From an optimization exercise on the open Yosys and OpenROAD flow, aimed at small area; shortcuts taken in it are not production practice. Where RTL was checked, it was by simulation tests only, not by an equivalence proof against the original. For run 5, only the layout was checked, not whether the RTL still works. No activity file was given, so power comes from the tool's default toggle rates.

==> flow/design.v <==
`timescale 1ns/1ns
`default_nettype none
module cycle_coord #(
	parameter [3:0] START = 4'd0
) (
	input  wire       Clk,
	input  wire       clear,
	input  wire       move,
	input  wire       down,
	output reg  [3:0] coord
);
	wire [2:0] flip;
	wire [3:0] toggle;
	assign flip = coord[2:0] ^ {3{down}};
	assign toggle[0] = move;
	assign toggle[1] = toggle[0] & flip[0];
	assign toggle[2] = toggle[1] & flip[1];
	assign toggle[3] = toggle[2] & flip[2];
	always @(posedge Clk)
		coord <= clear ? START : coord ^ toggle;
endmodule
module cycle_head #(
	parameter [7:0] START = 8'h00,
	parameter [1:0] START_DIR = 2'd0
) (
	input  wire       Clk,
	input  wire       clear,
	input  wire       move,
	input  wire [1:0] turn,
	output wire [7:0] head
);
	reg  [1:0] dir;
	wire [1:0] dir_next;
	assign dir_next[0] = dir[0] ^ turn[0] ^ turn[1];
	assign dir_next[1] = dir[1] ^ ((turn[0] && !turn[1] && !dir[0]) ||
	                               (turn[1] && !turn[0] && dir[0]));
	always @(posedge Clk)
		dir <= clear ? START_DIR : (move ? dir_next : dir);
	cycle_coord #(.START(START[7:4])) u_row (
		.Clk(Clk),
		.clear(clear),
		.move(move && !dir_next[0]),
		.down(!dir_next[1]),
		.coord(head[7:4])
	);
	cycle_coord #(.START(START[3:0])) u_col (
		.Clk(Clk),
		.clear(clear),
		.move(move && dir_next[0]),
		.down(dir_next[1]),
		.coord(head[3:0])
	);
endmodule
module cycle_motion (
	input  wire       Clk,
	input  wire       rst,
	input  wire       step,
	input  wire [1:0] blue_turn,
	input  wire [1:0] red_turn,
	input  wire       playing,
	input  wire       round_reset,
	output reg        heads_step,
	output wire [7:0] blue_head,
	output wire [7:0] red_head
);
	wire clear;
	wire move;
	assign clear = rst || round_reset;
	assign move = step && playing;
	cycle_head #(.START(8'h82), .START_DIR(2'd1)) u_blue (
		.Clk(Clk),
		.clear(clear),
		.move(move),
		.turn(blue_turn),
		.head(blue_head)
	);
	cycle_head #(.START(8'h8D), .START_DIR(2'd3)) u_red (
		.Clk(Clk),
		.clear(clear),
		.move(move),
		.turn(red_turn),
		.head(red_head)
	);
	always @(posedge Clk)
		heads_step <= move && !clear;
endmodule
`default_nettype wire
`timescale 1ns/1ns
`default_nettype none
module trail_cell (
	input  wire Clk,
	input  wire keep,
	input  wire row_sel,
	input  wire col_sel,
	output reg  taken
);
	always @(posedge Clk)
		taken <= (taken && keep) || (row_sel && col_sel);
endmodule
module trail_read3 (
	input  wire [2:0] taken,
	input  wire [2:0] col_sel,
	output wire       free_n
);
	assign free_n = !(|(taken & col_sel));
endmodule
module trail_row_read (
	input  wire [13:0] taken,
	input  wire [13:0] col_sel,
	input  wire        row_sel,
	output wire        hit_n
);
	wire [4:0] part_n;
	trail_read3 u_p0 (.taken(taken[2:0]), .col_sel(col_sel[2:0]), .free_n(part_n[0]));
	trail_read3 u_p1 (.taken(taken[5:3]), .col_sel(col_sel[5:3]), .free_n(part_n[1]));
	trail_read3 u_p2 (.taken(taken[8:6]), .col_sel(col_sel[8:6]), .free_n(part_n[2]));
	trail_read3 u_p3 (.taken(taken[11:9]), .col_sel(col_sel[11:9]), .free_n(part_n[3]));
	assign part_n[4] = !((taken[12] && col_sel[12]) || (taken[13] && col_sel[13]));
	assign hit_n = !(row_sel && !(&part_n));
endmodule
module trail_collision (
	input  wire       Clk,
	input  wire       heads_step,
	input  wire [7:0] blue_head,
	input  wire [7:0] red_head,
	input  wire       round_reset,
	output reg        outcome,
	output reg        blue_crash,
	output wire       red_crash
);
	localparam [7:0] BLUE_START = 8'h82;
	localparam [7:0] RED_START = 8'h8D;
	wire [7:0] addr;
	wire       border;
	wire       hit;
	reg  [15:0] row_sel;
	reg  [15:0] col_sel;
	wire [13:0] row_hit_n;
	assign addr = heads_step ? blue_head : red_head;
	assign border = (addr[7:4] == 4'd0) || (addr[7:4] == 4'd15) ||
	                (addr[3:0] == 4'd0) || (addr[3:0] == 4'd15);
	integer k;
	always @(*)
	begin
		for (k = 0; k < 16; k = k + 1)
		begin
			row_sel[k] = (heads_step || outcome) && (addr[7:4] == k);
			col_sel[k] = (addr[3:0] == k);
		end
	end
	genvar r, c;
	generate
		for (r = 1; r < 15; r = r + 1)
		begin : g_row
			wire [13:0] taken;
			for (c = 1; c < 15; c = c + 1)
			begin : g_col
				if (r*16+c == BLUE_START || r*16+c == RED_START)
				begin : g_start
					assign taken[c-1] = 1'b1;
				end
				else
				begin : g_cell
					trail_cell u_cell (
						.Clk(Clk),
						.keep(!round_reset),
						.row_sel(row_sel[r]),
						.col_sel(col_sel[c]),
						.taken(taken[c-1])
					);
				end
			end
			trail_row_read u_read (
				.taken(taken),
				.col_sel(col_sel[14:1]),
				.row_sel(row_sel[r]),
				.hit_n(row_hit_n[r-1])
			);
		end
	endgenerate
	assign hit = border || !(&row_hit_n);
	always @(posedge Clk)
	begin
		outcome <= heads_step;
		blue_crash <= hit || (blue_head == red_head);
	end
	assign red_crash = hit;
endmodule
`default_nettype wire
`timescale 1ns/1ns
`default_nettype none
module match_score (
	input  wire       Clk,
	input  wire       rst,
	input  wire       start,
	input  wire       outcome,
	input  wire       blue_crash,
	input  wire       red_crash,
	output reg  [1:0] score_blue,
	output reg  [1:0] score_red,
	output reg        round_over,
	output reg        round_reset,
	output reg        playing,
	output wire       blue_wins,
	output wire       red_wins
);
	wire [1:0] blue_next;
	wire [1:0] red_next;
	assign blue_next = score_blue + 2'd1;
	assign red_next = score_red + 2'd1;
	assign blue_wins = &score_blue;
	assign red_wins = &score_red;
	always @(posedge Clk)
	begin
		if (rst)
		begin
			playing <= 1'b0;
			score_blue <= 2'd0;
			score_red <= 2'd0;
			round_over <= 1'b0;
			round_reset <= 1'b0;
		end
		else
		begin
			round_over <= 1'b0;
			round_reset <= 1'b0;
			if (playing)
			begin
				if (outcome && (blue_crash || red_crash))
				begin
					round_over <= 1'b1;
					if (red_crash && !blue_crash)
					begin
						score_blue <= blue_next;
						if (&blue_next)
							playing <= 1'b0;
						else
							round_reset <= 1'b1;
					end
					else if (blue_crash && !red_crash)
					begin
						score_red <= red_next;
						if (&red_next)
							playing <= 1'b0;
						else
							round_reset <= 1'b1;
					end
					else
						round_reset <= 1'b1;
				end
			end
			else if (start)
			begin
				playing <= 1'b1;
				score_blue <= 2'd0;
				score_red <= 2'd0;
				round_reset <= 1'b1;
			end
		end
	end
endmodule
`default_nettype wire
`timescale 1ns/1ns
`default_nettype none
module light_cycle_top (
	input  wire       Clk,
	input  wire       rst,
	input  wire       step,
	input  wire       start,
	input  wire [1:0] blue_turn,
	input  wire [1:0] red_turn,
	output wire [7:0] blue_head,
	output wire [7:0] red_head,
	output wire [1:0] score_blue,
	output wire [1:0] score_red,
	output wire       round_over,
	output wire       blue_wins,
	output wire       red_wins,
	output wire       playing
);
	wire heads_step;
	wire outcome;
	wire blue_crash;
	wire red_crash;
	wire round_reset;
	cycle_motion u_motion (
		.Clk(Clk),
		.rst(rst),
		.step(step),
		.blue_turn(blue_turn),
		.red_turn(red_turn),
		.playing(playing),
		.round_reset(round_reset),
		.heads_step(heads_step),
		.blue_head(blue_head),
		.red_head(red_head)
	);
	trail_collision u_collision (
		.Clk(Clk),
		.heads_step(heads_step),
		.blue_head(blue_head),
		.red_head(red_head),
		.round_reset(round_reset),
		.outcome(outcome),
		.blue_crash(blue_crash),
		.red_crash(red_crash)
	);
	match_score u_score (
		.Clk(Clk),
		.rst(rst),
		.start(start),
		.outcome(outcome),
		.blue_crash(blue_crash),
		.red_crash(red_crash),
		.score_blue(score_blue),
		.score_red(score_red),
		.round_over(round_over),
		.round_reset(round_reset),
		.playing(playing),
		.blue_wins(blue_wins),
		.red_wins(red_wins)
	);
endmodule
`default_nettype wire
==> flow/run.sh <==
#!/bin/bash
# synth_recipe.tcl (not shown) runs the flow's synth.tcl, then flattens the netlist and writes it again
# the make line also repeats each setting of config.mk as NAME=value (left out here)
make -C /OpenROAD-flow-scripts/flow DESIGN_CONFIG=/design/flow/config.mk WORK_HOME=/design/flow/orfs CLKGATE_MAP_FILE= SYNTH_SCRIPT=/design/flow/synth_recipe.tcl finish
==> flow/config.mk <==
export PLATFORM = sky130hd
export DESIGN_NAME = light_cycle_top
export DESIGN_NICKNAME = light_cycle_top
export VERILOG_FILES = /design/flow/design.v
export SDC_FILE = /design/flow/constraint.sdc
export NUM_CORES = 4
export LEC_CHECK = 0
export CAP_MARGIN = 20
export CORE_MARGIN = 2
export CORE_UTILIZATION = 60
export SLEW_MARGIN = 20
export SYNTH_HIERARCHICAL = 1
==> flow/constraint.sdc <==
create_clock -name core_clock -period 4.0 [get_ports {Clk}]
set_input_delay 0.8000 -clock core_clock [delete_from_list [all_inputs] [get_ports {Clk}]]
set_output_delay 0.8000 -clock core_clock [all_outputs]
set_load 0.01 [all_outputs]
==> metrics.md, run 1 <==
| Metric | Value |
|---|---|
| Critical-path maximum fanout | 30 |
| Detailed Place HPWL | 13000 um |
| Die ar. | ~0.015 mm^2 |
| Starting Density | 61.7% |
| CTS sink count | 224 |
| Worst path slowest cell | a222oi_1 |
| Tot Pwr | 4.78 mW |
| Int Pwr | between 3 and 4 mW |
| Finished Layout Cells | 1039 |
| First-pass GRT wire length | 34500 um |
| Post-Syn Instances | between 700 and 800 |
| Placed cells | 1000 |
| Critical Path, Cell by Cell | buf_6 -> and3b_1 -> a31oi_4 -> nor2_2 -> buf_4 -> a222oi_1 -> nand4_1 -> o21ai_1 -> nand4_1 -> nor4_2 -> buf_4 -> o211ai_1 -> nand4b_1 -> or2_0 -> a21oi_1 |
| Leading cell type in the layout, fill and taps excluded | dfxtp_1 |
| Fin crit share | between 90% and 100% |
| Tightest Hold Check Type | flop to flop |
| H-tree levels | 1 |
| Max Cap Viol | 0 |
| Crit path largest cell delay | 0.37 ns |
| DRC errors left | 0 |
| CTS clk-pin slew, worst paths | 0.07 ns |
| Root Buffer | clkbuf_16 |
| Die Wd | 124 um |
| Startpoint types | flop |
| Required time worst endpoint | 4.43 ns |
| Iter 0 DRT Violations | 915 |
| Drt wl/cell | between 20 and 25 um |
| Number of synthesized flops with an enable pin | 0 |
| Area grow syn2layout | 19.6% |
| Syn avg cell area | 11.3 um^2 |
| Vias in the first global route | 6626 |
| Clock latency on the worst-skew pair | 0.50 ns |
| Critical Setup Path Class | flop to flop |
| GRT overflow | 0 |
| Reg power frac | 47.4% |
| Post-place setup slack | 0.103 ns |
| Drt total wl | 21700 um |
| Max-slew headroom | a little over a quarter |
| Postcts setup bufs | 0 |
| Port Buffers | 31 |
| Largest net degree at the start of global routing | roughly 100 |
| Total CTS buffers | 23 |
| Worst VDD drop | a little under 0.4 mV |
| Worst slew pin tran | about 1.1 ns |
| Post-Synthesis Cell Area | 0.00860 mm^2 |
| Most frequent cells in the layout | dfxtp_1 (224), a22o_1 (208), a222oi_1 (56) |
| Fin. Hold Viols | 0 |
| Crit end category | flop |
| Die Span Y | 124 um |
| Pwr per Cell Area | approximately 460 mW/mm^2 |
| Post-synth top flop | dfxtp_1 |
| Initial antenna violation count | 0 |
| Vias | 7109 |
| Setup TNS | 0 ns |
| Synth Warn # | 15 |
| GPL Wtd Cong | 0.781 |
| Clock share of power | 48.3% |
| Final WS setup | 0.241 ns |
| Status | finished clean |
| Cell row count | 43 |
| Register bit total from synthesis | 224 |
| Share of flip-flops with an asynchronous set or reset | 0% |
| Vias per inst | 6.84 |
| CTS Hold Bufs | 0 |
| Clk_skew | 0.0106 ns |
| Net Switching | between 1 and 1.5 mW |
| DRT Pass-1 Iters | 7 |
| Highest Clock Rate | approximately 0.27 GHz |
| Static leakage | roughly 3.8 nW |
| Register area share after synthesis | 52.1% |
| CTS tree | built |
| Unrepaired setup endpoints after global routing | no |
| Tmin final | between 3 and 4 ns |
| Critical path buffers and inverters | 3 |
| Multi-input logic area | between 0.004 and 0.005 mm^2 |
| Longest Clk Path Bufs | 3 |
| Max Slew Vio Count | 0 |
| Endpoints failing setup | 0 |
| Nets | 857 |
| CP delay by family, top | simple AND/OR/NAND/NOR gates |
| Logic pwr share | under 10% |
| Layout cell share with drive strength beyond 1 | around an eighth |
| Yosys cell types | 52 |
| Register Area | around 0.0045 mm^2 |
| Total GRT Usage | 28.2% |
| Antenna Nets Post-Route | 0 |
| Diode count | 0 |
| Core box area | 0.0139 mm^2 |
| Switching Share | 21.1% |
| Fillers | 964 |
| # IOs | 32 |
| CP arrival | 4.19 ns |
modules after synthesis (local to each module, per instance), excerpt:
| module | times used | flip-flops and latches |
|---|---|---|
| cycle_motion | 1 | 1 |
| trail_collision | 1 | 2 |
| trail_cell | 194 | 1 |
| trail_read3 | 56 | 0 |
| match_score | 1 | 7 |
| trail_row_read | 14 | 0 |
cell families (layout without fill, tap and decap cells):
kind of cell	after synthesis	count (layout)	share of synthesized area [%]
buf+inv	19	117	0.945
mux	12	12	1.47
xor+xnor	24	24	2.44
compound gates	326	326	32.3
simple gates	150	150	10.1
other cells	1	2	0.0436
flops	224	224	52.1
fa+ha+maj	4	4	0.582
state kept, by name, indices dropped and copies added, names as in the netlist:
name	flops
u_score.round_reset	1
u_motion.heads_step	1
u_collision.outcome	1
u_motion.u_red.u_row.coord	4
u_collision.blue_crash	1
u_motion.u_red.u_col.coord	4
u_motion.u_blue.u_row.coord	4
u_motion.u_blue.dir	2
u_score.score_red	2
u_score.score_blue	2
u_motion.u_red.dir	2
u_score.round_over	1
u_collision.g_row.g_col.g_cell.u_cell.taken	194
u_motion.u_blue.u_col.coord	4
u_score.playing	1
timing repair:
action | CTS | global route
resized for setup | 0 | 6
endpoints found under the setup margin | 0 | 7
hold endpoints to repair | 0 | 0
cells in the mapped netlist, types with 5 or more instances:
master    number  area share [%]
nor2_1        48             2.1
inv_1         16            0.70
a22o_1       208              21
a21oi_1       14            0.81
nand4b_1       7            0.71
xnor2_1       11             1.1
nand4_1       17             1.2
nand3_1        5            0.29
nor2b_1        7            0.51
nand2_1       12            0.52
dfxtp_1      224              52
mux2i_1        7            0.81
xor2_1        13             1.3
a222oi_1      56             6.5
nand2b_1       7            0.51
o21ai_1       18             1.0
nor3b_1        5            0.44
o21ai_0        7            0.41
through the flow:
stage	hold slack [ns]	area, um^2	utilization, %
finish	0.484	10300	73.9
global placement	0.465	9410	67.5
floorplan	0.383	8610	-
CTS	0.487	10200	73.4
detailed placement	0.470	9410	67.5
global route	0.494	10300	73.9
power by group through the flow:
stage,clock [mW],sequential (mW),combinational [mW]
after global placement,0,2.31,0.190
after CTS,2.33,2.26,0.199
after detailed placement,0,2.31,0.197
after floorplan,0,2.31,0.122
final,2.31,2.26,0.204
after global routing,2.42,2.27,0.221
metal layers:
| layer | track usage (%) | up-vias | routed length, um |
|---|---|---|---|
| li1 | - | 3324 | - |
| met1 | 38.8 | 3513 | 9940 |
| met2 | 45.7 | 231 | 10200 |
| met3 | 4.26 | 41 | 1070 |
| met4 | 9.16 | 0 | 442 |
| met5 | 0 | - | 0 |
area by class of cell:
class	count	share of cell area, %
Sequential cell	224	43.6
Multi-Input combinational cell	518	40.2
Clock buffer	28	6.16
Timing Repair Buffer	62	5.43
Tap cell	180	2.19
Clock inverter	11	1.85
Inverter	16	0.608
final timing paths:
path                                                                  start                                                   endpoint  slack (ns)  cells past startpoint
setup / recovery                                u_motion.heads_step$_DFF_P_                          u_score.score_red[1]$_SDFFE_PP0P_        0.24                     15
hold / removal    u_collision.g_row[4].g_col[8].g_cell.u_cell.taken$_DFF_P_  u_collision.g_row[4].g_col[8].g_cell.u_cell.taken$_DFF_P_        0.48                      1
setup reg to reg                                u_motion.heads_step$_DFF_P_                          u_score.score_red[1]$_SDFFE_PP0P_        0.24                     15
hold reg to reg   u_collision.g_row[4].g_col[8].g_cell.u_cell.taken$_DFF_P_  u_collision.g_row[4].g_col[8].g_cell.u_cell.taken$_DFF_P_        0.48                      1
==> run 2: changes to the inputs <==
--- a/flow/config.mk
+++ b/flow/config.mk
@@ -9,3 +9,4 @@
 export CORE_MARGIN = 2
-export CORE_UTILIZATION = 60
+export CORE_UTILIZATION = 75
+export CTS_BUF_LIST = sky130_fd_sc_hd__clkbuf_4
 export SLEW_MARGIN = 20
==> metrics.md, run 2 <==
| Metric | Value |
|---|---|
| Multi-input logic area | 0.00413 mm^2 (was 0.00414 mm^2) |
| DRT Pass-1 Iters | 9 (was 7) |
| Die ar. | 0.0123 mm^2 (was 0.0153 mm^2) |
| Highest Clock Rate | 0.265 GHz (was 0.266 GHz) |
| Static leakage | 3.85 nW (about the same) |
| Setup TNS | 0 ns (unchanged) |
| Top post-synthesis cells by count | dfxtp_1 (224), a22o_1 (208), a222oi_1 (56) (unchanged) |
| Yosys cell types | 52 (unchanged) |
| CTS clk-pin slew, worst paths | 0.06 ns (was 0.07 ns) |
| Area grow syn2layout | 17.0% (was 19.6%) |
| Max-slew headroom | 29.4% (was 27.3%) |
| Largest cells by area after synthesis | dfxtp_1 (52%), a22o_1 (21%), a222oi_1 (6.5%), nor2_1 (2.1%), xor2_1 (1.3%) (unchanged) |
| Largest net degree at the start of global routing | 121 (was 101) |
| Area share of the largest cell type after synthesis | 52.1% (unchanged) |
| Fin. Hold Viols | 0 (unchanged) |
| Post-synth top flop | dfxtp_1 (unchanged) |
| Area leader, netlist | dfxtp_1 (unchanged) |
| Max reg flops | 194 (unchanged) |
| Starting Density | 76.0% (was 61.7%) |
| Crit path largest cell delay | 0.45 ns (was 0.37 ns) |
| Longest Clk Path Bufs | 3 (unchanged) |
| Area after DPL | 0.00937 mm^2 (was 0.00941 mm^2) |
| Die Wd | 111 um (was 124 um) |
| Syn avg cell area | 11.3 um^2 (unchanged) |
| Vias | 7646 (was 7109) |
| Pwr per Cell Area | 419 mW/mm^2 (was 464 mW/mm^2) |
| DRC errors left | 0 (unchanged) |
| CTS tree | built (unchanged) |
| Worst VDD drop | 0.385 mV (was 0.398 mV) |
| Drt wl/cell | 22.5 um (was 20.9 um) |
| Required time worst endpoint | 4.57 ns (was 4.43 ns) |
| Cell mode on critical path | buf_4 |
| Critical Path, Cell by Cell | buf_4 -> a32oi_2 -> buf_4 -> nor2_2 -> buf_4 -> a222oi_1 -> nand4_1 -> o21ai_1 -> nand4_1 -> nor4_4 -> o211ai_1 -> nand4b_1 -> or2_0 -> a21oi_1 (was buf_6 -> and3b_1 -> a31oi_4 -> nor2_2 -> buf_4 -> a222oi_1 -> nand4_1 -> o21ai_1 -> nand4_1 -> nor4_2 -> buf_4 -> o211ai_1 -> nand4b_1 -> or2_0 -> a21oi_1) |
| Most common cell in the netlist | dfxtp_1 (unchanged) |
| CTS Hold Bufs | 0 (unchanged) |
| Design area | 0.0101 mm^2 (was 0.0103 mm^2) |
| Endpoints failing setup | 0 (unchanged) |
| H-tree levels | 2 (was 1) |
| Biggest register | u_collision.g_row.g_col.g_cell.u_cell.taken (unchanged) |
| Register bit total from synthesis | 224 (unchanged) |
| Critical Setup Path Class | flop to flop (unchanged) |
| Fin crit share | 94.5% (was 94.0%) |
| Max Slew Vio Count | 0 (unchanged) |
| Die Span Y | 111 um (was 124 um) |
| Nets | 890 (was 857) |
| CTS sink count | 224 (unchanged) |
| Port Buffers | 31 (unchanged) |
| Min Hold Slack | 0.485 ns (was 0.484 ns) |
| Diode count | 0 (unchanged) |
| Max Cap Viol | 0 (unchanged) |
| Tmin final | 3.78 ns (was 3.76 ns) |
| Tightest Hold Check Type | flop to flop (unchanged) |
| Clock latency on the worst-skew pair | 0.67 ns (was 0.50 ns) |
| Total CTS buffers | 53 (was 23) |
| Iter 0 DRT Violations | 1134 (was 915) |
| Leading cell type in the layout, fill and taps excluded | dfxtp_1 (unchanged) |
| GPL Wtd Cong | 0.887 (was 0.781) |
| Worst slew pin tran | 1.05 ns (was 1.09 ns) |
| Drt total wl | 23700 um (was 21700 um) |
| Register Area | 0.00449 mm^2 (was 0.00448 mm^2) |
| Unrepaired setup endpoints after global routing | no (unchanged) |
| Vias per inst | 7.25 (was 6.84) |
| Fillers | 523 (was 964) |
| Total GRT Usage | 37.9% (was 28.2%) |
| Detailed Place HPWL | 13700 um (was 13000 um) |
| Status | finished clean (unchanged) |
| Clk_skew | 0.0447 ns (was 0.0106 ns) |
| Post-Syn Instances | 760 (unchanged) |
| Core box area | 0.0113 mm^2 (was 0.0139 mm^2) |
| Tot Pwr | 4.21 mW (was 4.78 mW) |
| Synth Warn # | 15 (unchanged) |
| Register area share after synthesis | 52.1% (unchanged) |
| # IOs | 32 (unchanged) |
| Number of synthesized flops with an enable pin | 0 (unchanged) |
| Critical-path maximum fanout | 18 (was 30) |
| Antenna Nets Post-Route | 0 (unchanged) |
| Worst path slowest cell | a222oi_1 (unchanged) |
| Startpoint types | flop (unchanged) |
| Cell row count | 39 (was 43) |
| First-pass GRT wire length | 38400 um (was 34500 um) |
| Layout cell share with drive strength beyond 1 | 16.5% (was 12.0%) |
| Initial antenna violation count | 0 (unchanged) |
| Most frequent cells in the layout | dfxtp_1 (222), a22o_1 (208), clkbuf_4 (76) (was dfxtp_1 (224), a22o_1 (208), a222oi_1 (56)) |
| Share of flip-flops with an asynchronous set or reset | 0% (unchanged) |
| CP arrival | 4.35 ns (was 4.19 ns) |
| Post-Synthesis Cell Area | 0.00860 mm^2 (unchanged) |
| GRT overflow | 0 (unchanged) |
| Root Buffer | clkbuf_4 (was clkbuf_16) |
| Crit end category | flop (unchanged) |
| Vias in the first global route | 7653 (was 6626) |
## run 2: cell types whose count changed in the layout (fill, tap and decap cells not counted), moves of 3 or more
cell,previous run,this run
clkbuf_4,0,76
clkbuf_16,23,0
clkinv_1,0,10
bufinv_16,5,0
clkbuf_8,4,0
buf_4,29,32
clkinv_2,3,0
## run 2: final cells by class
type | instances | area share, %
flip-flops and latches | 224 | 44.6
multi-input cells | 518 | 41.1
repair buffers | 65 | 5.78
clock buffers | 76 | 5.67
well taps | 143 | 1.78
inverters | 16 | 0.646
clock inverters | 12 | 0.497
## run 2: cell families after synthesis
logic type | share of synthesized area, %
AO/OA/AOI/OAI | 32.3
XOR/XNOR | 2.44
adder cells (fa/ha/maj) | 0.582
buffers and inverters | 0.945
flip-flops | 52.1
multiplexers | 1.47
other | 0.0436
AND/OR/NAND/NOR | 10.1
## run 2: what timing repair did
action                     CTS  global route
setup endpoints to repair    2             7
resized for setup            1             9
hold endpoints to repair     0             0
pin swaps                    0             3
setup buffers                0             1
## run 2: power by group
group | total [mW] | internal, mW | leakage (nW) | switching, mW
combinational | 0.202 | 0.0767 | 1.67 | 0.126
sequential | 2.27 | 2.24 | 1.81 | 0.0233
clock | 1.75 | 0.866 | 0.374 | 0.880
total | 4.21 | 3.18 | 3.85 | 1.03
## run 2: worst paths after layout
kind | start | to | slack (ns) | depth (start not counted)
min | u_collision.g_row[14].g_col[10].g_cell.u_cell.taken$_DFF_P_ | u_collision.g_row[14].g_col[10].g_cell.u_cell.taken$_DFF_P_ | 0.49 | 1
min reg2reg | u_collision.g_row[14].g_col[10].g_cell.u_cell.taken$_DFF_P_ | u_collision.g_row[14].g_col[10].g_cell.u_cell.taken$_DFF_P_ | 0.49 | 1
max | u_motion.heads_step$_DFF_P_ | u_score.score_red[1]$_SDFFE_PP0P_ | 0.22 | 14
max reg2reg | u_motion.heads_step$_DFF_P_ | u_score.score_red[1]$_SDFFE_PP0P_ | 0.22 | 14
## run 2: layer usage
metal / up-vias / part of all wire [%] / routed length [um] / track usage [%]
met1: 3707 / 39 / 9310 / 47.4
li1: 3408 / - / - / -
met2: 443 / 49 / 11600 / 62.7
met4: 0 / 3.1 / 743 / 18.7
met5: - / 0 / 0 / 0
met3: 88 / 8.7 / 2070 / 7.98
## run 2: critical path, delay by kind of cell (launching register included)
family	cells	cell delay, ns
AND/OR/NAND/NOR	6	1.37
flip-flops	1	0.39
AO/OA/AOI/OAI	5	1.30
buffers and inverters	3	0.65
## run 2: modules after synthesis (local to each module, per instance), excerpt
| module | cell area [um^2] | cells | copies in the design |
|---|---|---|---|
| trail_collision | 611 | 101 | 1 |
| trail_cell | 28.8 | 2 | 194 |
| match_score | 342 | 38 | 1 |
| trail_read3 | 10.0 | 1 | 56 |
| trail_row_read | 20.0 | 3 | 14 |
| cycle_motion | 45.0 | 4 | 1 |
## run 2: through the flow
stage / std cells / worst slack [ns] / util [%]
floorplan: 761 / 0.527 / -
global placement: 964 / 0.203 / 82.7
detailed placement: 964 / -0.0799 / 82.8
CTS: 1052 / 0.0536 / 88.3
global route: 1054 / 0.0419 / 88.9
finish: 1054 / 0.220 / 88.9
==> run 3: changes to the inputs <==
--- a/flow/config.mk
+++ b/flow/config.mk
@@ -9,4 +9,6 @@
 export CORE_MARGIN = 2
-export CORE_UTILIZATION = 75
-export CTS_BUF_LIST = sky130_fd_sc_hd__clkbuf_4
+export CORE_UTILIZATION = 80
+export CTS_BUF_LIST = sky130_fd_sc_hd__clkbuf_16
+export CTS_CLUSTER_DIAMETER = 200
+export CTS_CLUSTER_SIZE = 50
 export SLEW_MARGIN = 20
==> metrics.md, run 3 <==
| Metric | Value |
|---|---|
| Largest net degree at the start of global routing | 116 |
| CTS sink count | 224 (unchanged) |
| H-tree levels | 1 (was 2) |
| CTS resizes | 11 (was 1) |
| Largest cells by area after synthesis | dfxtp_1 (52%), a22o_1 (21%), a222oi_1 (6.5%), nor2_1 (2.1%), xor2_1 (1.3%) (unchanged) |
| # IOs | 32 (unchanged) |
| WEP type | register input |
| Area leader, netlist | dfxtp_1 (unchanged) |
| Starting Density | 83.0% (was 76.0%) |
| Total GRT Usage | between 90% and 100% |
| CTS Hold Bufs | 0 (unchanged) |
| Tool error | [ERROR GRT-0232] Routing congestion too high. Check the congestion heatmap in the GUI. |
| Port Buffers | 31 (unchanged) |
| Die Span Y | 108 um (was 111 um) |
| Share of flip-flops with an asynchronous set or reset | 0% (unchanged) |
| Post-Syn Instances | 760 (unchanged) |
| Detailed Place HPWL | 14900 um (was 13700 um) |
| Register bit total from synthesis | 224 (unchanged) |
| Status | aborted with a tool error (was finished clean) |
| Postcts setup bufs | 0 (unchanged) |
| Number of synthesized flops with an enable pin | 0 (unchanged) |
| Synth Warn # | 15 (unchanged) |
| GPL Wtd Cong | 0.879 (was 0.887) |
| Die Wd | 108 um (was 111 um) |
| Failed at | global routing |
| Syn avg cell area | 11.3 um^2 (unchanged) |
| Area share of the largest cell type after synthesis | 52.1% (unchanged) |
| Longest Clk Path Bufs | 3 (unchanged) |
| Post-Synthesis Cell Area | 0.00860 mm^2 (unchanged) |
| Register area share after synthesis | 52.1% (unchanged) |
| Total CTS buffers | 8 (was 53) |
| GR repair worst EP | u_score.score_red[1]$_SDFFE_PP0P_/D |
| Area after DPL | 0.00933 mm^2 (was 0.00937 mm^2) |
| GRT overflow | approximately 380 |
| Post-synth top flop | dfxtp_1 (unchanged) |
| Most common cell in the netlist | dfxtp_1 (unchanged) |
| Cell row count | 37 (was 39) |
| Root Buffer | clkbuf_16 (was clkbuf_4) |
| Top post-synthesis cells by count | dfxtp_1 (224), a22o_1 (208), a222oi_1 (56) (unchanged) |
| Initial antenna violation count | 4 |
| Placed cells | 949 (was 964) |
| Yosys cell types | 52 (unchanged) |
## run 3: cell counts after synthesis
Identical to the previous run, type by type.
## run 3: kinds of logic after synthesis
logic type,after synthesis,share of synthesized area (%)
simple gates,150,10.1
fa+ha+maj,4,0.582
other cells,1,0.0436
mux,12,1.47
buf+inv,19,0.945
flops,224,52.1
xor+xnor,24,2.44
compound gates,326,32.3
## run 3: power by group through the flow
| stage | clock network (mW) | registers [mW] | logic, mW |
|---|---|---|---|
| after CTS | 1.08 | 2.27 | 0.202 |
| after detailed placement | 0 | 2.31 | 0.195 |
| after floorplan | 0 | 2.31 | 0.122 |
| after global placement | 0 | 2.31 | 0.181 |
## run 3: worst max-delay path by stage
| stage | start | to | cells after the start |
|---|---|---|---|
| floorplan | u_score.round_reset$_SDFF_PP0_ | u_collision.g_row[10].g_col[10].g_cell.u_cell.taken$_DFF_P_ | 2 |
| global placement | u_motion.heads_step$_DFF_P_ | u_score.score_red[1]$_SDFFE_PP0P_ | 12 |
| detailed placement | u_motion.heads_step$_DFF_P_ | u_score.score_red[0]$_SDFFE_PP0P_ | 13 |
| CTS | u_motion.u_blue.u_col.coord[2]$_SDFF_PP0_ | u_score.score_red[1]$_SDFFE_PP0P_ | 13 |
## run 3: per-stage QoR
step | util (%) | setup TNS [ns] | setup WS [ns]
after CTS | 92.9 | 0 | 0.000828
after floorplan | - | 0 | 0.527
after detailed placement | 90.0 | -2.98 | -0.577
after global placement | 89.9 | 0 | 0.0309
## run 3: routing by layer
| layer | overflow | track usage (%) |
|---|---|---|
| met1 | 12 | 89.3 |
| met2 | 189 | 105 |
| met3 | 16 | 79.6 |
| met4 | 160 | 104 |
| met5 | 0 | 58.6 |
## run 3: Yosys stat by module (local to each module, per instance), excerpt
module           times used  cell area [um^2]  cells inside
trail_collision           1               611           101
trail_read3              56              10.0             1
trail_cell              194              28.8             2
cycle_motion              1              45.0             4
trail_row_read           14              20.0             3
match_score               1               342            38
==> run 4: changes to the inputs <==
--- a/flow/config.mk
+++ b/flow/config.mk
@@ -10,5 +10,5 @@
 export CORE_UTILIZATION = 80
-export CTS_BUF_LIST = sky130_fd_sc_hd__clkbuf_16
-export CTS_CLUSTER_DIAMETER = 200
-export CTS_CLUSTER_SIZE = 50
+export CTS_BUF_LIST = sky130_fd_sc_hd__clkbuf_8
+export CTS_CLUSTER_DIAMETER = 100
+export CTS_CLUSTER_SIZE = 30
 export SLEW_MARGIN = 20
==> metrics.md, run 4 <==
| Metric | Value |
|---|---|
| GR repair worst EP | u_score.playing$_SDFF_PP0_/D (was u_score.score_red[1]$_SDFFE_PP0P_/D) |
| Failed at | global routing (unchanged) |
| Area leader, netlist | dfxtp_1 (unchanged) |
| Simple-Gate Fraction of Synth Area | 10.1% (unchanged) |
| Share of flip-flops with an asynchronous set or reset | 0% (unchanged) |
| Register bit total from synthesis | 224 (unchanged) |
| Top post-synthesis cells by count | dfxtp_1 (224), a22o_1 (208), a222oi_1 (56) (unchanged) |
| Total CTS buffers | 11 (was 8) |
| Most common cell in the netlist | dfxtp_1 (unchanged) |
| Post-synth top flop | dfxtp_1 (unchanged) |
| Die Span Y | 108 um (unchanged) |
| Largest net degree at the start of global routing | around 120 |
| Largest family of logic cells by synthesized area | compound AO/OA/AOI/OAI gates (unchanged) |
| Tool error | [ERROR DPL-0033] detailed placement checks failed during check placement. (was [ERROR GRT-0232] Routing congestion too high. Check the congestion heatmap in the GUI.) |
| Detailed Place HPWL | 14900 um (unchanged) |
| Postcts setup bufs | 0 (unchanged) |
| CTS sink count | 224 (unchanged) |
| WEP type | register input (unchanged) |
| Largest cells by area after synthesis | dfxtp_1 (52%), a22o_1 (21%), a222oi_1 (6.5%), nor2_1 (2.1%), xor2_1 (1.3%) (unchanged) |
| Mux cell area share after synthesis | 1.47% (unchanged) |
| Port Buffers | 31 (unchanged) |
| Area share of the largest cell type after synthesis | 52.1% (unchanged) |
| # IOs | 32 (unchanged) |
| Syn avg cell area | 11.3 um^2 (unchanged) |
| Starting Density | 83.0% (unchanged) |
| Post-Synth Adder-Cell Area | 0.582% (unchanged) |
| Status | aborted with a tool error (unchanged) |
| Post-Syn Instances | 760 (unchanged) |
| Post-Synthesis Cell Area | 0.00860 mm^2 (unchanged) |
| GPL Wtd Cong | 0.879 (unchanged) |
| Number of synthesized flops with an enable pin | 0 (unchanged) |
| Post-place setup slack | -0.577 ns (unchanged) |
| Synth Area in XOR/XNOR | 2.44% (unchanged) |
| Root Buffer | clkbuf_8 (was clkbuf_16) |
| Register area share after synthesis | 52.1% (unchanged) |
| H-tree levels | 1 (unchanged) |
| Cell row count | 37 (unchanged) |
| Longest Clk Path Bufs | 3 (unchanged) |
| Compound-Gate Fraction of Synth Area | 32.3% (unchanged) |
| Yosys cell types | 52 (unchanged) |
| Die Wd | 108 um (unchanged) |
| Initial antenna violation count | 3 |
| Synth Warn # | 15 (unchanged) |
## run 4: cell counts after synthesis
Identical to the previous run, type by type.
## run 4: metrics by stage
stage | hold slack (ns) | power (mW) | std cells | area, um^2
3_3_place_gp | 0.465 | 2.49 | 949 | 9320
3_5_place_dp | 0.471 | 2.51 | 949 | 9330
4_1_cts | 0.488 | 3.37 | 961 | 9540
2_1_floorplan | 0.383 | 2.43 | 761 | 8610
## run 4: repair_timing
| action | CTS |
|---|---|
| setup endpoints to repair | 7 |
| gates resized for setup | 8 |
| hold buffers | 0 |
## run 4: how the worst max path moves through the flow
| stage | to | cells after the start |
|---|---|---|
| after floorplan | u_collision.g_row[10].g_col[10].g_cell.u_cell.taken$_DFF_P_ | 2 |
| after global placement | u_score.score_red[1]$_SDFFE_PP0P_ | 12 |
| after detailed placement | u_score.score_red[0]$_SDFFE_PP0P_ | 13 |
| after CTS | u_score.score_red[1]$_SDFFE_PP0P_ | 13 |
## run 4: cells by family after synthesis
family,after synthesis
XOR/XNOR,24
adder cells (fa/ha/maj),4
other,1
AND/OR/NAND/NOR,150
multiplexers,12
buffers and inverters,19
AO/OA/AOI/OAI,326
flip-flops,224
## run 4: power groups by stage
stage / combinational, mW / clock [mW] / sequential (mW)
after floorplan: 0.122 / 0 / 2.31
after global placement: 0.181 / 0 / 2.31
after detailed placement: 0.195 / 0 / 2.31
after CTS: 0.199 / 0.907 / 2.27
## run 4: Yosys stat by module (local to each module, per instance), a selection
module	cells	cell area, um^2
cycle_motion	4	45.0
match_score	38	342
trail_row_read	3	20.0
trail_cell	2	28.8
trail_collision	101	611
trail_read3	1	10.0
==> run 5: changes to the inputs <==
--- a/flow/design.v
+++ b/flow/design.v
@@ -2,2 +2,13 @@
 `default_nettype none
+module cycle_coord_bit #(
+	parameter START = 1'b0
+) (
+	input  wire Clk,
+	input  wire clear,
+	input  wire toggle,
+	output reg  q
+);
+	always @(posedge Clk)
+		q <= clear ? START : q ^ toggle;
+endmodule
 module cycle_coord #(
@@ -9,3 +20,3 @@
 	input  wire       down,
-	output reg  [3:0] coord
+	output wire [3:0] coord
 );
@@ -18,4 +29,14 @@
 	assign toggle[3] = toggle[2] & flip[2];
-	always @(posedge Clk)
-		coord <= clear ? START : coord ^ toggle;
+	genvar i;
+	generate
+		for (i = 0; i < 4; i = i + 1)
+		begin : g_bit
+			cycle_coord_bit #(.START(START[i])) u_bit (
+				.Clk(Clk),
+				.clear(clear),
+				.toggle(toggle[i]),
+				.q(coord[i])
+			);
+		end
+	endgenerate
 endmodule
@@ -23,3 +44,4 @@
 	parameter [7:0] START = 8'h00,
-	parameter [1:0] START_DIR = 2'd0
+	parameter       START_AXIS = 1'b0,
+	parameter       START_DOWN = 1'b0
 ) (
@@ -31,9 +53,25 @@
 );
-	reg  [1:0] dir;
-	wire [1:0] dir_next;
-	assign dir_next[0] = dir[0] ^ turn[0] ^ turn[1];
-	assign dir_next[1] = dir[1] ^ ((turn[0] && !turn[1] && !dir[0]) ||
-	                               (turn[1] && !turn[0] && dir[0]));
+	reg  axis;
+	reg  down;
+	wire turning;
+	wire right;
+	wire axis_next;
+	wire down_next;
+	assign turning = turn[0] ^ turn[1];
+	assign right = turn[1] & !turn[0];
+	assign axis_next = axis ^ turning;
+	assign down_next = down ^ right ^ (turning & axis);
 	always @(posedge Clk)
-		dir <= clear ? START_DIR : (move ? dir_next : dir);
+	begin
+		if (clear)
+		begin
+			axis <= START_AXIS;
+			down <= START_DOWN;
+		end
+		else if (move)
+		begin
+			axis <= axis_next;
+			down <= down_next;
+		end
+	end
 	cycle_coord #(.START(START[7:4])) u_row (
@@ -41,4 +79,4 @@
 		.clear(clear),
-		.move(move && !dir_next[0]),
-		.down(!dir_next[1]),
+		.move(move && !axis_next),
+		.down(down_next),
 		.coord(head[7:4])
@@ -48,4 +86,4 @@
 		.clear(clear),
-		.move(move && dir_next[0]),
-		.down(dir_next[1]),
+		.move(move && axis_next),
+		.down(down_next),
 		.coord(head[3:0])
@@ -69,3 +107,3 @@
 	assign move = step && playing;
-	cycle_head #(.START(8'h82), .START_DIR(2'd1)) u_blue (
+	cycle_head #(.START(8'h82), .START_AXIS(1'b1), .START_DOWN(1'b0)) u_blue (
 		.Clk(Clk),
@@ -76,3 +114,3 @@
 	);
-	cycle_head #(.START(8'h8D), .START_DIR(2'd3)) u_red (
+	cycle_head #(.START(8'h8D), .START_AXIS(1'b1), .START_DOWN(1'b1)) u_red (
 		.Clk(Clk),
==> flow/flow/run.sh (new file) <==
#!/bin/bash
# Own layout flow: the standard flow (standard.sh) with smaller port
# buffers, ABC's buffers removed before placement and power (size)
# recovery after global routing. Each tool's output goes to logs here and
# under orfs/logs.
set -euo pipefail
export BUFFER_PORTS_ARGS="-buffer_cell sky130_fd_sc_hd__buf_1"
export REMOVE_ABC_BUFFERS=1
export RECOVER_POWER=100
bash standard.sh > standard.log 2>&1
==> flow/standard.sh (new file) <==
#!/bin/bash
# synth_recipe.tcl (not shown) runs the flow's synth.tcl, then flattens the netlist and writes it again
# the make line also repeats each setting of config.mk as NAME=value (left out here)
make -C /OpenROAD-flow-scripts/flow DESIGN_CONFIG=/design/flow/config.mk WORK_HOME=/design/flow/orfs CLKGATE_MAP_FILE= SYNTH_SCRIPT=/design/flow/synth_recipe.tcl "${@:-finish}"
--- a/flow/config.mk
+++ b/flow/config.mk
@@ -9,6 +9,6 @@
 export CORE_MARGIN = 2
-export CORE_UTILIZATION = 80
+export CORE_UTILIZATION = 75
 export CTS_BUF_LIST = sky130_fd_sc_hd__clkbuf_8
-export CTS_CLUSTER_DIAMETER = 100
-export CTS_CLUSTER_SIZE = 30
+export CTS_CLUSTER_DIAMETER = 50
+export CTS_CLUSTER_SIZE = 16
 export SLEW_MARGIN = 20
removed: flow/run.sh
==> metrics.md, run 5 <==
| Metric | Value |
|---|---|
| Pwr per Cell Area | 390 mW/mm^2 |
| Top post-synthesis cells by count | dfxtp_1 (224), a22o_1 (208), a222oi_1 (56) (unchanged) |
| Area leader, netlist | dfxtp_1 (unchanged) |
| # IOs | 32 (unchanged) |
| Drt total wl | 20800 um |
| CTS tree | built |
| Hold Path Stages | 1 |
| Detailed Place HPWL | 12700 um (was 14900 um) |
| Post-Synthesis Cell Area | 0.00849 mm^2 (was 0.00860 mm^2) |
| Largest net degree at the start of global routing | 115 |
| Hold Crit Start | u_collision.g_row[12].g_col[1].g_cell.u_cell.taken$_DFF_P_ |
| Max-slew headroom | 27.5% |
| Die Wd | 110 um (was 108 um) |
| Post-Syn Instances | 740 (was 760) |
| Leading cell type in the layout, fill and taps excluded | dfxtp_1 |
| Biggest register | u_collision.g_row.g_col.g_cell.u_cell.taken |
| Max reg flops | 194 |
| Total CTS buffers | 18 (was 11) |
| Largest cells by area after synthesis | dfxtp_1 (53%), a22o_1 (21%), a222oi_1 (6.6%), nor2_1 (2.2%), xnor2_1 (2.1%) (was dfxtp_1 (52%), a22o_1 (21%), a222oi_1 (6.5%), nor2_1 (2.1%), xor2_1 (1.3%)) |
| CTS sink count | 224 (unchanged) |
| Metal2 WL | roughly 9800 um |
| Die Span Y | 110 um (was 108 um) |
| Fillers | about 610 |
| Max Cap Viol | 0 |
| Critical Path Source | u_motion.heads_step$_DFF_P_ |
| Critical R2R Capture | u_score.score_red[1]$_SDFFE_PP0P_ |
| Vias | 6930 |
| Port Buffers | 31 (unchanged) |
| Tightest Hold Check Type | flop to flop |
| Crit end category | flop |
| Worst Hold End | u_collision.g_row[12].g_col[1].g_cell.u_cell.taken$_DFF_P_ |
| Core box area | 0.0109 mm^2 |
| Setup TNS | 0 ns |
| Register area share after synthesis | 52.8% (was 52.1%) |
| R2R setup slack | ~0.26 ns |
| GPL Wtd Cong | 0.904 (was 0.879) |
| Iter 0 DRT Violations | 1015 |
| Yosys cell types | 46 (was 52) |
| Vias in the first global route | 6591 |
| CP arrival | 4.17 ns |
| Postcts setup bufs | 0 (unchanged) |
| Worst VDD drop | 0.394 mV |
| GRT overflow | 0 |
| Status | finished clean (was aborted with a tool error) |
| Starting Density | 77.6% (was 83.0%) |
| DR top layer | met4 |
| Syn avg cell area | 11.5 um^2 (was 11.3 um^2) |
| Min Hold Slack | 0.491 ns |
| Max Slew Vio Count | 0 |
| Number of synthesized flops with an enable pin | 0 (unchanged) |
| Reg-to-Reg Start | u_motion.heads_step$_DFF_P_ |
| WL met1 | 8860 um |
| Clock latency on the worst-skew pair | 0.51 ns |
| Layout cell share with drive strength beyond 1 | 8.88% |
| CTS Hold Bufs | 0 (unchanged) |
| Highest Clock Rate | 0.268 GHz |
| Most common cell in the netlist | dfxtp_1 (unchanged) |
| First-pass GRT wire length | ~33000 um |
| Critical Setup Path Class | flop to flop |
| Clk_skew | 0.0200 ns |
| Share of flip-flops with an asynchronous set or reset | 0% (unchanged) |
| Longest Clk Path Bufs | 3 (unchanged) |
| Die ar. | 0.0122 mm^2 |
| Endpoints failing setup | 0 |
| Cell row count | 38 (was 37) |
| Antenna Nets Post-Route | 0 |
| Unrepaired setup endpoints after global routing | no |
| DRC errors left | 0 |
| Area share of the largest cell type after synthesis | 52.8% (was 52.1%) |
| Initial antenna violation count | 0 |
| Register bit total from synthesis | 224 (unchanged) |
| H-tree levels | 1 (unchanged) |
| DRT Pass-1 Iters | 9 |
| Required time worst endpoint | 4.43 ns |
| Vias per inst | 7.20 |
| Diode count | 0 |
| Critical-path maximum fanout | 28 |
| Fin crit share | slightly above 90% |
| Fin. Hold Viols | 0 |
| Worst slew pin tran | 1.09 ns |
| Tmin final | between 3 and 4 ns |
| FF-to-FF path depth | 15 |
| Root Buffer | clkbuf_8 (unchanged) |
| Synth Warn # | 14 (was 15) |
| Post-synth top flop | dfxtp_1 (unchanged) |
| Most frequent cells in the layout | dfxtp_1 (222), a22o_1 (208), a222oi_1 (56) |
| Nets | ~830 |
| Drt wl/cell | 21.6 um |
| Static leakage | 3.42 nW |
| Startpoint types | flop |
| WL met3 | about 1600 um |
| CTS clk-pin slew, worst paths | 0.09 ns |
| Total GRT Usage | ~34% |
| Area grow syn2layout | 10.4% |
-- run 5: area by class of cell --
cell class              instances  area, um^2  area share [%]
clock buffers                  20         275            2.94
well taps                     140         175            1.87
repair buffers                 60         358            3.82
clock inverters                 4        23.8           0.254
inverters                      17        66.3           0.708
flip-flops and latches        224        4490            47.9
multi-input cells             497        3980            42.5
-- run 5: layer usage --
layer,up-vias,GRT usage (%)
met3,56,5.23
met1,3356,45.8
met2,327,55.5
li1,3191,-
met4,0,12.9
met5,-,0
-- run 5: power breakdown --
group	switching, mW	total, mW	internal (mW)
registers	0.0248	2.27	2.24
clock network	0.706	1.16	0.457
logic	0.138	0.219	0.0810
total	0.869	3.65	2.78
-- run 5: worst max-delay path by stage --
stage                                                                   to  slack, ns  depth (start not counted)
2_1_floorplan  u_collision.g_row[10].g_col[10].g_cell.u_cell.taken$_DFF_P_       0.53                          2
3_3_place_gp                             u_score.score_red[1]$_SDFFE_PP0P_       0.30                         15
3_5_place_dp                             u_score.score_red[1]$_SDFFE_PP0P_       0.04                         13
4_1_cts                                  u_score.score_red[1]$_SDFFE_PP0P_       0.10                         15
5_1_grt                                  u_score.score_red[1]$_SDFFE_PP0P_       0.03                         15
6_report                                 u_score.score_red[1]$_SDFFE_PP0P_       0.26                         15
-- run 5: metrics by stage --
step	setup WS [ns]	cell area, um^2	utilization, %	power (mW)	std cells
2_1_floorplan	0.527	8470	-	2.46	738
3_3_place_gp	0.303	9060	82.9	2.52	938
3_5_place_dp	0.0390	9060	82.9	2.53	938
4_1_cts	0.105	9370	85.7	3.66	962
5_1_grt	0.0289	9360	85.6	3.75	962
6_report	0.263	9360	85.6	3.65	962
-- run 5: critical path, stage by stage (launching register included) --
cell and delay, ns:
dfxtp_2 0.46, buf_4 0.28, nor3_1 0.09, a21oi_1 0.13
buf_4 0.16, nor2_2 0.03, buf_4 0.26, a222oi_1 0.47
nand4_1 0.14, o21ai_1 0.15, nand4_1 0.17, nor4_2 0.41
o211ai_1 0.27, nand4b_1 0.30, or2_0 0.24, a21oi_1 0.12
-- run 5: what timing repair did --
item,4_1_cts,5_1_grt
resized for setup,1,3
endpoints found under the setup margin,1,7
hold endpoints to repair,0,0
-- run 5: cells by family after synthesis --
family / after synthesis / share of synthesized area (%)
AO/OA/AOI/OAI: 312 / 32.0
XOR/XNOR: 32 / 3.30
adder cells (fa/ha/maj): 8 / 1.18
buffers and inverters: 20 / 1.00
flip-flops: 224 / 52.8
multiplexers: 5 / 0.619
other: 1 / 0.0442
AND/OR/NAND/NOR: 138 / 9.02
-- run 5: Yosys stat by module (local to each module, per instance), excerpt --
module           copies in the design  cell area (um^2)  flops+latches  cells
trail_cell                        194              28.8              1      2
trail_read3                        56              10.0              0      1
trail_collision                     1               611              2    101
trail_row_read                     14              20.0              0      3
match_score                         1               342              7     38
cycle_motion                        1              45.0              1      4
==> run 6: changes to the inputs <==
--- a/flow/design.v
+++ b/flow/design.v
@@ -129,30 +129,72 @@
 	input  wire Clk,
-	input  wire keep,
-	input  wire row_sel,
-	input  wire col_sel,
-	output reg  taken
+	input  wire row_n,
+	input  wire col_n,
+	output reg  q
 );
 	always @(posedge Clk)
-		taken <= (taken && keep) || (row_sel && col_sel);
+		q <= !(q && (row_n || col_n));
 endmodule
-module trail_read3 (
-	input  wire [2:0] taken,
-	input  wire [2:0] col_sel,
-	output wire       free_n
+module trail_read2 (
+	input  wire [1:0] q,
+	input  wire [1:0] col_n,
+	output wire       zero
 );
-	assign free_n = !(|(taken & col_sel));
+	assign zero = !((q[0] || col_n[0]) && (q[1] || col_n[1]));
 endmodule
 module trail_row_read (
-	input  wire [13:0] taken,
-	input  wire [13:0] col_sel,
+	input  wire [13:0] q,
+	input  wire [13:0] col_n,
 	input  wire        row_sel,
-	output wire        hit_n
+	output wire        zero_n
 );
-	wire [4:0] part_n;
-	trail_read3 u_p0 (.taken(taken[2:0]), .col_sel(col_sel[2:0]), .free_n(part_n[0]));
-	trail_read3 u_p1 (.taken(taken[5:3]), .col_sel(col_sel[5:3]), .free_n(part_n[1]));
-	trail_read3 u_p2 (.taken(taken[8:6]), .col_sel(col_sel[8:6]), .free_n(part_n[2]));
-	trail_read3 u_p3 (.taken(taken[11:9]), .col_sel(col_sel[11:9]), .free_n(part_n[3]));
-	assign part_n[4] = !((taken[12] && col_sel[12]) || (taken[13] && col_sel[13]));
-	assign hit_n = !(row_sel && !(&part_n));
+	wire [6:0] part;
+	genvar i;
+	generate
+		for (i = 0; i < 7; i = i + 1)
+		begin : g_part
+			trail_read2 u_part (
+				.q(q[2*i+1:2*i]),
+				.col_n(col_n[2*i+1:2*i]),
+				.zero(part[i])
+			);
+		end
+	endgenerate
+	assign zero_n = !(row_sel && (|part));
+endmodule
+module trail_addr (
+	input  wire       port_blue,
+	input  wire [7:0] blue_head,
+	input  wire [7:0] red_head,
+	output wire [7:0] addr
+);
+	assign addr = port_blue ? blue_head : red_head;
+endmodule
+module trail_row_dec (
+	input  wire [3:0]  row,
+	input  wire        write,
+	input  wire        clear,
+	output wire [13:0] row_n,
+	output wire [13:0] row_sel
+);
+	genvar i;
+	generate
+		for (i = 0; i < 14; i = i + 1)
+		begin : g_row
+			assign row_sel[i] = (row == i + 1);
+			assign row_n[i] = !((write && row_sel[i]) || clear);
+		end
+	endgenerate
+endmodule
+module trail_col_dec (
+	input  wire [3:0]  col,
+	input  wire        clear,
+	output wire [13:0] col_n
+);
+	genvar i;
+	generate
+		for (i = 0; i < 14; i = i + 1)
+		begin : g_col
+			assign col_n[i] = !((col == i + 1) || clear);
+		end
+	endgenerate
 endmodule
@@ -160,2 +202,3 @@
 	input  wire       Clk,
+	input  wire       rst,
 	input  wire       heads_step,
@@ -170,20 +213,42 @@
 	localparam [7:0] RED_START = 8'h8D;
+	reg        phase;
+	reg        clear_late;
+	reg        blue_pending;
+	reg        red_pending;
+	wire       clear;
+	wire       port_blue;
+	wire       write;
 	wire [7:0] addr;
 	wire       border;
+	wire       meet;
+	wire       zero;
 	wire       hit;
-	reg  [15:0] row_sel;
-	reg  [15:0] col_sel;
-	wire [13:0] row_hit_n;
-	assign addr = heads_step ? blue_head : red_head;
+	wire [13:0] row_sel;
+	wire [13:0] row_n;
+	wire [13:0] col_n;
+	wire [13:0] row_zero_n;
+	assign clear = !phase && (round_reset || clear_late);
+	assign port_blue = heads_step || (!outcome && blue_pending);
+	assign write = phase && (port_blue ? (heads_step || blue_pending) : (outcome || red_pending));
 	assign border = (addr[7:4] == 4'd0) || (addr[7:4] == 4'd15) ||
 	                (addr[3:0] == 4'd0) || (addr[3:0] == 4'd15);
-	integer k;
-	always @(*)
-	begin
-		for (k = 0; k < 16; k = k + 1)
-		begin
-			row_sel[k] = (heads_step || outcome) && (addr[7:4] == k);
-			col_sel[k] = (addr[3:0] == k);
-		end
-	end
+	assign meet = (blue_head == red_head);
+	trail_addr u_addr (
+		.port_blue(port_blue),
+		.blue_head(blue_head),
+		.red_head(red_head),
+		.addr(addr)
+	);
+	trail_row_dec u_row_dec (
+		.row(addr[7:4]),
+		.write(write),
+		.clear(clear),
+		.row_n(row_n),
+		.row_sel(row_sel)
+	);
+	trail_col_dec u_col_dec (
+		.col(addr[3:0]),
+		.clear(clear),
+		.col_n(col_n)
+	);
 	genvar r, c;
@@ -192,3 +257,3 @@
 		begin : g_row
-			wire [13:0] taken;
+			wire [13:0] q;
 			for (c = 1; c < 15; c = c + 1)
@@ -197,3 +262,3 @@
 				begin : g_start
-					assign taken[c-1] = 1'b1;
+					assign q[c-1] = !phase;
 				end
@@ -203,6 +268,5 @@
 						.Clk(Clk),
-						.keep(!round_reset),
-						.row_sel(row_sel[r]),
-						.col_sel(col_sel[c]),
-						.taken(taken[c-1])
+						.row_n(row_n[r-1]),
+						.col_n(col_n[c-1]),
+						.q(q[c-1])
 					);
@@ -211,6 +275,6 @@
 			trail_row_read u_read (
-				.taken(taken),
-				.col_sel(col_sel[14:1]),
-				.row_sel(row_sel[r]),
-				.hit_n(row_hit_n[r-1])
+				.q(q),
+				.col_n(col_n),
+				.row_sel(row_sel[r-1]),
+				.zero_n(row_zero_n[r-1])
 			);
@@ -218,7 +282,12 @@
 	endgenerate
-	assign hit = border || !(&row_hit_n);
+	assign zero = !(&row_zero_n);
+	assign hit = border || meet || (zero == phase);
 	always @(posedge Clk)
 	begin
+		phase <= !phase && !rst;
+		clear_late <= round_reset && phase;
+		blue_pending <= !clear && ((heads_step && !phase) || (blue_pending && !(write && port_blue)));
+		red_pending <= !clear && ((outcome && !phase) || (red_pending && !(write && !port_blue)));
 		outcome <= heads_step;
-		blue_crash <= hit || (blue_head == red_head);
+		blue_crash <= hit;
 	end
@@ -337,2 +406,3 @@
 		.Clk(Clk),
+		.rst(rst),
 		.heads_step(heads_step),
==> metrics.md, run 6 <==
| Metric | Value |
|---|---|
| Register area share after synthesis | 56.2% (was 52.8%) |
| Total GRT Usage | about three quarters |
| Synth Area in XOR/XNOR | 3.56% (was 3.30%) |
| Failed at | global routing |
| GRT overflow | 7 |
| CTS sink count | 228 (was 224) |
| Post-synth top flop | dfxtp_1 (unchanged) |
| Share of flip-flops with an asynchronous set or reset | 0% (unchanged) |
| Tool error | [ERROR GRT-0232] Routing congestion too high. Check the congestion heatmap in the GUI. |
| Area leader, netlist | dfxtp_1 (unchanged) |
| Root Buffer | clkbuf_8 (unchanged) |
| Post-Synthesis Cell Area | 0.00812 mm^2 (was 0.00849 mm^2) |
| Top post-synthesis cells by count | dfxtp_1 (228), o21ai_1 (194), o22ai_1 (99) (was dfxtp_1 (224), a22o_1 (208), a222oi_1 (56)) |
| Syn avg cell area | 10.3 um^2 (was 11.5 um^2) |
| GPL Wtd Cong | 0.912 (was 0.904) |
| Cell row count | 37 (was 38) |
| Most common cell in the netlist | dfxtp_1 (unchanged) |
| Register bit total from synthesis | 228 (was 224) |
| # IOs | 32 (unchanged) |
| Total CTS buffers | 18 (unchanged) |
| Yosys cell types | 49 (was 46) |
| Post-Synth Adder-Cell Area | 1.23% (was 1.18%) |
| Mux cell area share after synthesis | 1.62% (was 0.619%) |
| Die Span Y | 108 um (was 110 um) |
| Area share of the largest cell type after synthesis | 56.2% (was 52.8%) |
| Largest cells by area after synthesis | dfxtp_1 (56%), o21ai_1 (12%), o22ai_1 (7.6%), xnor2_1 (3.1%), o41ai_2 (2.8%) (was dfxtp_1 (53%), a22o_1 (21%), a222oi_1 (6.6%), nor2_1 (2.2%), xnor2_1 (2.1%)) |
| Number of synthesized flops with an enable pin | 0 (unchanged) |
| Starting Density | 78.0% (was 77.6%) |
| Simple-Gate Fraction of Synth Area | 9.80% (was 9.02%) |
| CTS Hold Bufs | 0 (unchanged) |
| Post-Syn Instances | 785 (was 740) |
| Longest Clk Path Bufs | 3 (unchanged) |
| Synth Warn # | 14 (unchanged) |
| Largest net degree at the start of global routing | 29 |
| Port Buffers | 31 (unchanged) |
| Status | aborted with a tool error (was finished clean) |
| Placed cells | 1004 (was 938) |
| Detailed Place HPWL | 14300 um (was 12700 um) |
| H-tree levels | 1 (unchanged) |
| Compound-Gate Fraction of Synth Area | 26.5% (was 32.0%) |
| Die Wd | 108 um (was 110 um) |
| Largest family of logic cells by synthesized area | compound AO/OA/AOI/OAI gates (unchanged) |
==> run 6: worst min path at each step <==
stage / endpoint / slack (ns) / cells past startpoint
after CTS: u_collision.g_row[5].g_col[1].g_cell.u_cell.q$_DFF_P_ / 0.41 / 1
after global placement: u_collision.g_row[2].g_col[3].g_cell.u_cell.q$_DFF_P_ / 0.38 / 1
after detailed placement: u_collision.g_row[13].g_col[1].g_cell.u_cell.q$_DFF_P_ / 0.39 / 1
after floorplan: u_collision.outcome$_DFF_P_ / 0.37 / 0
==> run 6: kinds of logic after synthesis <==
logic type,count (synthesis)
AOI/OAI and AO/OA,361
DFF,228
and+or+nand+nor,127
xor gates and xnor gates,33
buffers and inverters,19
muxes,9
adders and majority gates,8
==> run 6: per-module statistics from Yosys (local to each module, per instance), a selection <==
module / flops+latches / cell area, um^2
trail_collision: 6 / 355
match_score: 7 / 342
trail_row_dec: 0 / 246
trail_col_dec: 0 / 136
trail_addr: 0 / 131
cycle_motion: 1 / 45.0
trail_cell: 1 / 25.0
trail_row_read: 0 / 23.8
trail_read2: 0 / 6.26
==> run 6: power by group through the flow <==
stage                     clock [mW]  combinational, mW  sequential (mW)
after floorplan                    0              0.874             3.50
after global placement             0               1.22             3.56
after detailed placement           0               1.33             3.63
after CTS                       1.22               1.58             3.61
==> run 6: metrics by stage <==
stage | total power, mW | setup slack, ns | cell area [um^2]
floorplan | 4.37 | -0.725 | 8080
global placement | 4.77 | -0.202 | 9040
detailed placement | 4.96 | -0.345 | 9040
CTS | 6.41 | -0.107 | 10100
==> run 6: per-layer routing <==
| metal | GRT overflow | GRT usage [%] |
|---|---|---|
| met3 | 0 | 60.7 |
| met4 | 2 | 74.2 |
| met2 | 5 | 92.8 |
| met1 | 0 | 74.3 |
| met5 | 0 | 35.3 |
==> run 6: what timing repair did <==
| action | CTS |
|---|---|
| endpoints found under the setup margin | 7 |
| setup buffers | 31 |
| cloned | 5 |
| pin swaps | 15 |
| resized for setup | 56 |
==> run 7: changes to the inputs <==
--- a/flow/config.mk
+++ b/flow/config.mk
@@ -9,3 +9,3 @@
 export CORE_MARGIN = 2
-export CORE_UTILIZATION = 75
+export CORE_UTILIZATION = 65
 export CTS_BUF_LIST = sky130_fd_sc_hd__clkbuf_8
==> metrics.md, run 7 <==
| Metric | Value |
|---|---|
| Vias in the first global route | roughly 7000 |
| Antenna Nets Post-Route | 0 |
| Max reg flops | 194 |
| Vias | 7161 |
| Leading cell type in the layout, fill and taps excluded | dfxtp_1 |
| Required time worst endpoint | 4.45 ns |
| Drt wl/cell | 20.2 um |
| Area grow syn2layout | 24.8% |
| Longest Clk Path Bufs | 3 (unchanged) |
| Critical path buffers and inverters | 5 |
| Design area | about 0.010 mm^2 |
| Area after DPL | 0.00927 mm^2 (was 0.00904 mm^2) |
| Tmin final | between 4 and 5 ns |
| Iter 0 DRT Violations | a little over 700 |
| Worst Hold End | u_collision.g_row[10].g_col[12].g_cell.u_cell.q$_DFF_P_ |
| Clk_skew | between 0.009 and 0.01 ns |
| Port Buffers | 31 (unchanged) |
| Endpoints failing setup | 7 |
| Starting Density | 67.1% (was 78.0%) |
| Hold Path Stages | 1 |
| Total GRT Usage | approximately a third |
| Post-synth top flop | dfxtp_1 (unchanged) |
| # IOs | 32 (unchanged) |
| CP arrival | between 4 and 5 ns |
| Post-Synthesis Cell Area | 0.00812 mm^2 (unchanged) |
| Max-slew headroom | 23.1% |
| Initial antenna violation count | 0 |
| SO Viols | setup timing |
| Most frequent cells in the layout | dfxtp_1 (227), o21ai_1 (194), o22ai_1 (97) |
| First-pass GRT wire length | about 36000 um |
| Clock latency on the worst-skew pair | approximately 0.52 ns |
| Cell mode on critical path | buf_6 |
| Most common cell in the netlist | dfxtp_1 (unchanged) |
| Status | failed layout checks (was aborted with a tool error) |
| Root Buffer | clkbuf_8 (unchanged) |
| Hold Crit Start | u_collision.g_row[10].g_col[12].g_cell.u_cell.q$_DFF_P_ |
| Critical-path maximum fanout | 6 |
| Tightest Hold Check Type | flop to flop |
| Drt total wl | 22500 um |
| Post-Syn Instances | 785 (unchanged) |
| Unrepaired setup endpoints after global routing | yes |
| Vias per inst | 6.45 |
| Register bit total from synthesis | 228 (unchanged) |
| Share of flip-flops with an asynchronous set or reset | 0% (unchanged) |
| CP delay by family, top | simple AND/OR/NAND/NOR gates |
| Post-place setup slack | -0.381 ns (was -0.345 ns) |
| Max Cap Viol | 0 |
| DRC errors left | 0 |
| Final WS setup | -0.235 ns |
| Nets | between 900 and 1000 |
| Cell row count | 40 (was 37) |
| Pwr per Cell Area | roughly 640 mW/mm^2 |
| Yosys cell types | 49 (unchanged) |
| Static leakage | 3.80 nW |
| Die ar. | 0.0134 mm^2 |
| Worst path slowest cell | or4_1 |
| GRT overflow | 0 |
| CTS clk-pin slew, worst paths | roughly 0.09 ns |
| Total CTS buffers | 19 (was 18) |
| CTS sink count | 228 (unchanged) |
| Setup TNS | -1.36 ns |
| Core box area | about 0.012 mm^2 |
| Critical Setup Path Class | flop to flop |
| Synth Warn # | 14 (unchanged) |
| Min Hold Slack | 0.407 ns |
| Crit path largest cell delay | between 0.4 and 0.5 ns |
| Layout cell share with drive strength beyond 1 | 21.1% |
| FF-to-FF path depth | 19 |
| Fin. Hold Viols | 0 |
| GPL Wtd Cong | 0.871 (was 0.912) |
| Biggest register | u_collision.g_row.g_col.g_cell.u_cell.q |
## run 7: Yosys stat by module (local to each module, per instance), a selection
module / cells / flip-flops and latches
cycle_motion: 4 / 1
trail_addr: 9 / 0
trail_cell: 2 / 1
trail_collision: 42 / 6
trail_row_read: 2 / 0
trail_col_dec: 21 / 0
match_score: 38 / 7
trail_row_dec: 46 / 0
trail_read2: 1 / 0
## run 7: cells by family after synthesis
group                      after synthesis  share of synthesized area (%)
and+or+nand+nor                        127                           9.80
AOI/OAI and AO/OA                      361                           26.5
buffers and inverters                   19                           1.11
adders and majority gates                8                           1.23
DFF                                    228                           56.2
xor gates and xnor gates                33                           3.56
muxes                                    9                           1.62
## run 7: power breakdown
group / switching, mW / total, mW / internal [mW]
registers: 0.490 / 3.63 / 3.14
clock network: 0.751 / 1.27 / 0.517
logic: 0.833 / 1.62 / 0.789
total: 2.07 / 6.52 / 4.45
## run 7: what timing repair did
| item | CTS | global route |
|---|---|---|
| resized for setup | 27 | 16 |
| cloned | 0 | 0 |
| pin swaps | 18 | 11 |
| endpoints found under the setup margin | 8 | 7 |
| buffers inserted | 24 | 5 |
## run 7: per-stage QoR
stage | instances | utilization [%] | total power [mW]
floorplan | 778 | - | 4.37
global placement | 1057 | 76.6 | 4.86
detailed placement | 1057 | 76.6 | 4.99
CTS | 1106 | 82.3 | 6.35
global route | 1111 | 83.7 | 6.82
finish | 1111 | 83.7 | 6.52
## run 7: worst max path at each step
stage	from	endpoint	slack, ns	depth (start not counted)
after floorplan	u_collision.outcome$_DFF_P_	u_score.score_red[1]$_SDFFE_PP0P_	-0.72	15
after global placement	u_collision.outcome$_DFF_P_	u_score.score_red[1]$_SDFFE_PP0P_	-0.29	18
after detailed placement	u_collision.outcome$_DFF_P_	u_score.score_red[0]$_SDFFE_PP0P_	-0.38	18
after CTS	u_collision.outcome$_DFF_P_	u_score.score_red[1]$_SDFFE_PP0P_	-0.24	18
after global routing	u_collision.outcome$_DFF_P_	u_score.playing$_SDFF_PP0_	-0.41	19
final	u_collision.outcome$_DFF_P_	u_score.score_red[1]$_SDFFE_PP0P_	-0.23	19
## run 7: area by class of cell
cell class	count	area, um^2
Tap cell	168	210
Clock inverter	7	73.8
Timing Repair Buffer	139	1220
Fill cell	717	1980
Multi-Input combinational cell	538	3760
Clock buffer	19	262
Sequential cell	228	4570
Inverter	12	45.0
## run 7: per-layer routing
| layer | part of all wire (%) | track usage (%) | vias up |
|---|---|---|---|
| met5 | 0 | 0 | - |
| met4 | 4.4 | 14.8 | 0 |
| met2 | 49 | 58.9 | 323 |
| met1 | 40 | 41.1 | 3431 |
| met3 | 6.3 | 5.13 | 96 |
| li1 | - | - | 3311 |
## run 7: worst register-to-register path, stage by stage, from the launching register on
cell and delay [ns]:
dfxtp_2 0.35, inv_2 0.05, a21o_4 0.24, mux2_4 0.33, and2b_4 0.19, buf_6 0.12, a21oi_4 0.19, buf_6 0.19
buf_6 0.13, o22ai_1 0.08, or4_1 0.44, o41ai_2 0.26, nand2_1 0.17, nor4_2 0.31, buf_4 0.19, xnor2_4 0.14
o2111ai_4 0.15, nand4b_1 0.29, or2_0 0.25, a21oi_1 0.13

==> port drivers added, routing unchanged <==
Ports are ideal in the flow. The routed layouts listed here were re-timed in OpenROAD.
Step 1: set_driving_cell puts a clkbuf_16 on Clk and a buf_2 on each other input, an assumption about the parent block.
Step 2 moves the port delays by t, midway between the first and last clock arrival at a register: inputs arrive t later, outputs are due t later. That takes back most of the time a late clock gives input paths.
a / b / c = no drivers / after step 1 / after step 2; a / b = the first two.
run	t (ns)	setup WS [ns]	worst setup path at the end
run 1	0.540	0.241 / 0.241 / 0.241	register to register
run 2	0.690	0.220 / 0.220 / 0.220	register to register
run 5	0.542	0.263 / 0.263 / 0.263	register to register
run 7	0.550	-0.235 / -0.235 / -0.235	register to register
